This is an optimization exercise on Yosys and OpenROAD, whose aim is small area and a short achievable clock period, not a production implementation. The RTL was checked by simulation tests, not by an equivalence proof against the original design. Power figures rest on the tool's default switching activity, not on a simulated workload.

Design out_port_arbiter_s, start of the top module:
module out_port_arbiter_s #(
    parameter int DEPTH = 8,
    parameter int PW    = 64
) (
    input  logic          clk,
    input  logic          reset,
    input  logic          N_req,
    input  logic [PW-1:0] N_packet,
    input  logic          E_req,
    input  logic [PW-1:0] E_packet,
    input  logic          W_req,
    input  logic [PW-1:0] W_packet,
    input  logic          PE_req,
    input  logic [PW-1:0] PE_packet,
    output logic          full_N,
    output logic          full_E,
    output logic          full_W,
    output logic          full_PE,
    output logic [PW-1:0] out_packet,
    output logic          out_wr,
    input  logic          down_full,
    output logic          err_overflow
);
==> flow/config.mk <==
export PLATFORM = sky130hd
export DESIGN_NAME = out_port_arbiter_s
export DESIGN_NICKNAME = out_port_arbiter_s
export VERILOG_FILES = /design/flow/design.v
export SDC_FILE = /design/flow/constraint.sdc
export NUM_CORES = 4
export LEC_CHECK = 0
export CAP_MARGIN = 20
export CORE_MARGIN = 2
export CORE_UTILIZATION = 50
export PLACE_DENSITY = 0.65
export SETUP_SLACK_MARGIN = 2.5
export SLEW_MARGIN = 20
export SYNTH_HIERARCHICAL = 1
export TNS_END_PERCENT = 0
==> flow/constraint.sdc <==
create_clock -name core_clock -period 5.0 [get_ports {clk}]
set_input_delay 1.0000 -clock core_clock [delete_from_list [all_inputs] [get_ports {clk}]]
set_output_delay 1.0000 -clock core_clock [all_outputs]
set_load 0.01 [all_outputs]
standard.sh (not shown) runs the stock make flow with config.mk's settings and CLKGATE_MAP_FILE= SYNTH_SCRIPT=/design/flow/synth_recipe.tcl, a recipe that flattens the netlist after the stock synthesis.
==> flow/flow/run.sh <==
#!/bin/bash
# The standard ORFS layout (the standard.sh: unchanged synthesis, floorplan, power grid
# and tap cells), with these changes to how the layout is made:
#  - port buffers are the small sky130 buffer instead of the resizer's default pick (a
#    delay cell); every input and output port still gets its own buffer;
#  - clock tree synthesis uses mid-size clock buffers and no dummy loads;
#  - the resizer may pick any cell of the right function, not only same-footprint ones.
# Each tool's full output stays in orfs/logs/; make's output is in standard_flow.log.
set -euo pipefail
export BUFFER_PORTS_ARGS="-buffer_cell sky130_fd_sc_hd__buf_1"
export CTS_ARGS="-sink_clustering_enable -repair_clock_nets -dont_use_dummy_load -buf_list {sky130_fd_sc_hd__clkbuf_8} -root_buf sky130_fd_sc_hd__clkbuf_16 -sink_clustering_size 15 -sink_clustering_max_diameter 50"
export MATCH_CELL_FOOTPRINT=0
bash standard.sh finish "BUFFER_PORTS_ARGS=$BUFFER_PORTS_ARGS" "CTS_ARGS=$CTS_ARGS" \
    MATCH_CELL_FOOTPRINT=0 > standard_flow.log 2>&1
The first run passed the timing, DRC and antenna checks.
Edit:
Settings changed: CORE_UTILIZATION 50 to 62, PLACE_DENSITY 0.65 to 0.72.
Result: Total power decreases by 1.8%. Final cell count decreases by 5.3%. Design area decreases by 2.2%. Die area decreases by 19%. Area after synthesis does not change. Wire length decreases by 3.5%. Sequential share of layout area increases by 1.2 points. Utilization increases by 12 points. Worst setup slack loses 3.5 ps. Non-clock buffer count decreases by 16.

========
Another version of the RTL of out_port_arbiter_s (not shown whole).
Size: roughly 2000 cells after synthesis, about 330 I/O pins.
Settings: LEC_CHECK=0, CAP_MARGIN=20, CORE_MARGIN=2, CORE_UTILIZATION=50, PLACE_DENSITY=0.65, SETUP_SLACK_MARGIN=2.5, SLEW_MARGIN=20, SYNTH_HIERARCHICAL=1, TNS_END_PERCENT=0; clock period 5.0 ns.
Scripts as last shown in full above: flow/flow/run.sh
Then changed:
--- a/flow/flow/run.sh
+++ b/flow/flow/run.sh
@@ -5,3 +5,3 @@
 #    delay cell); every input and output port still gets its own buffer;
-#  - clock tree synthesis uses mid-size clock buffers and no dummy loads;
+#  - clock tree synthesis uses large clock buffers, bigger sink clusters and no dummy loads;
 #  - the resizer may pick any cell of the right function, not only same-footprint ones.
@@ -10,3 +10,3 @@
 export BUFFER_PORTS_ARGS="-buffer_cell sky130_fd_sc_hd__buf_1"
-export CTS_ARGS="-sink_clustering_enable -repair_clock_nets -dont_use_dummy_load -buf_list {sky130_fd_sc_hd__clkbuf_8} -root_buf sky130_fd_sc_hd__clkbuf_16 -sink_clustering_size 15 -sink_clustering_max_diameter 50"
+export CTS_ARGS="-sink_clustering_enable -repair_clock_nets -dont_use_dummy_load -buf_list {sky130_fd_sc_hd__clkbuf_16} -root_buf sky130_fd_sc_hd__clkbuf_16 -sink_clustering_size 20 -sink_clustering_max_diameter 60"
 export MATCH_CELL_FOOTPRINT=0
What happened: Worst hold slack stays flat. Sequential power stays flat. Clock-buffer cell count is lower by 12. Design area rises by 1.6%.

## re-timing with driven ports
Ports are ideal in the flow. The routed layouts listed here were re-timed in OpenROAD.
Step 1, drivers: a clkbuf_16 drives clk and a buf_2 each remaining input, both assumed.
Step 2 moves the port delays by t, midway between the first and last clock arrival at a register: inputs arrive t later, outputs are due t later. That takes back most of the time a late clock gives input paths.
Three values: ideal, step 1, step 2; two values: the first two.
run	t, ns	setup slack, ns	worst setup path at the end	worst data-port slew with drivers (ns)
the first run of note 1	0.617	2.280 / 2.220 / 1.721	input to register	0.12
the second run of note 1	0.622	2.276 / 2.219 / 1.673	input to register	0.12
the first run of note 2	0.625	2.254 / 2.195 / 1.735	input to register	0.11
the second run of note 2	0.642	2.293 / 2.233 / 1.666	input to register	0.10
After both steps setup and hold are still met in every run listed. The setup slack of the second run of note 2, which loses most, moves by -0.060 ns with the drivers and by -0.627 ns with both steps.
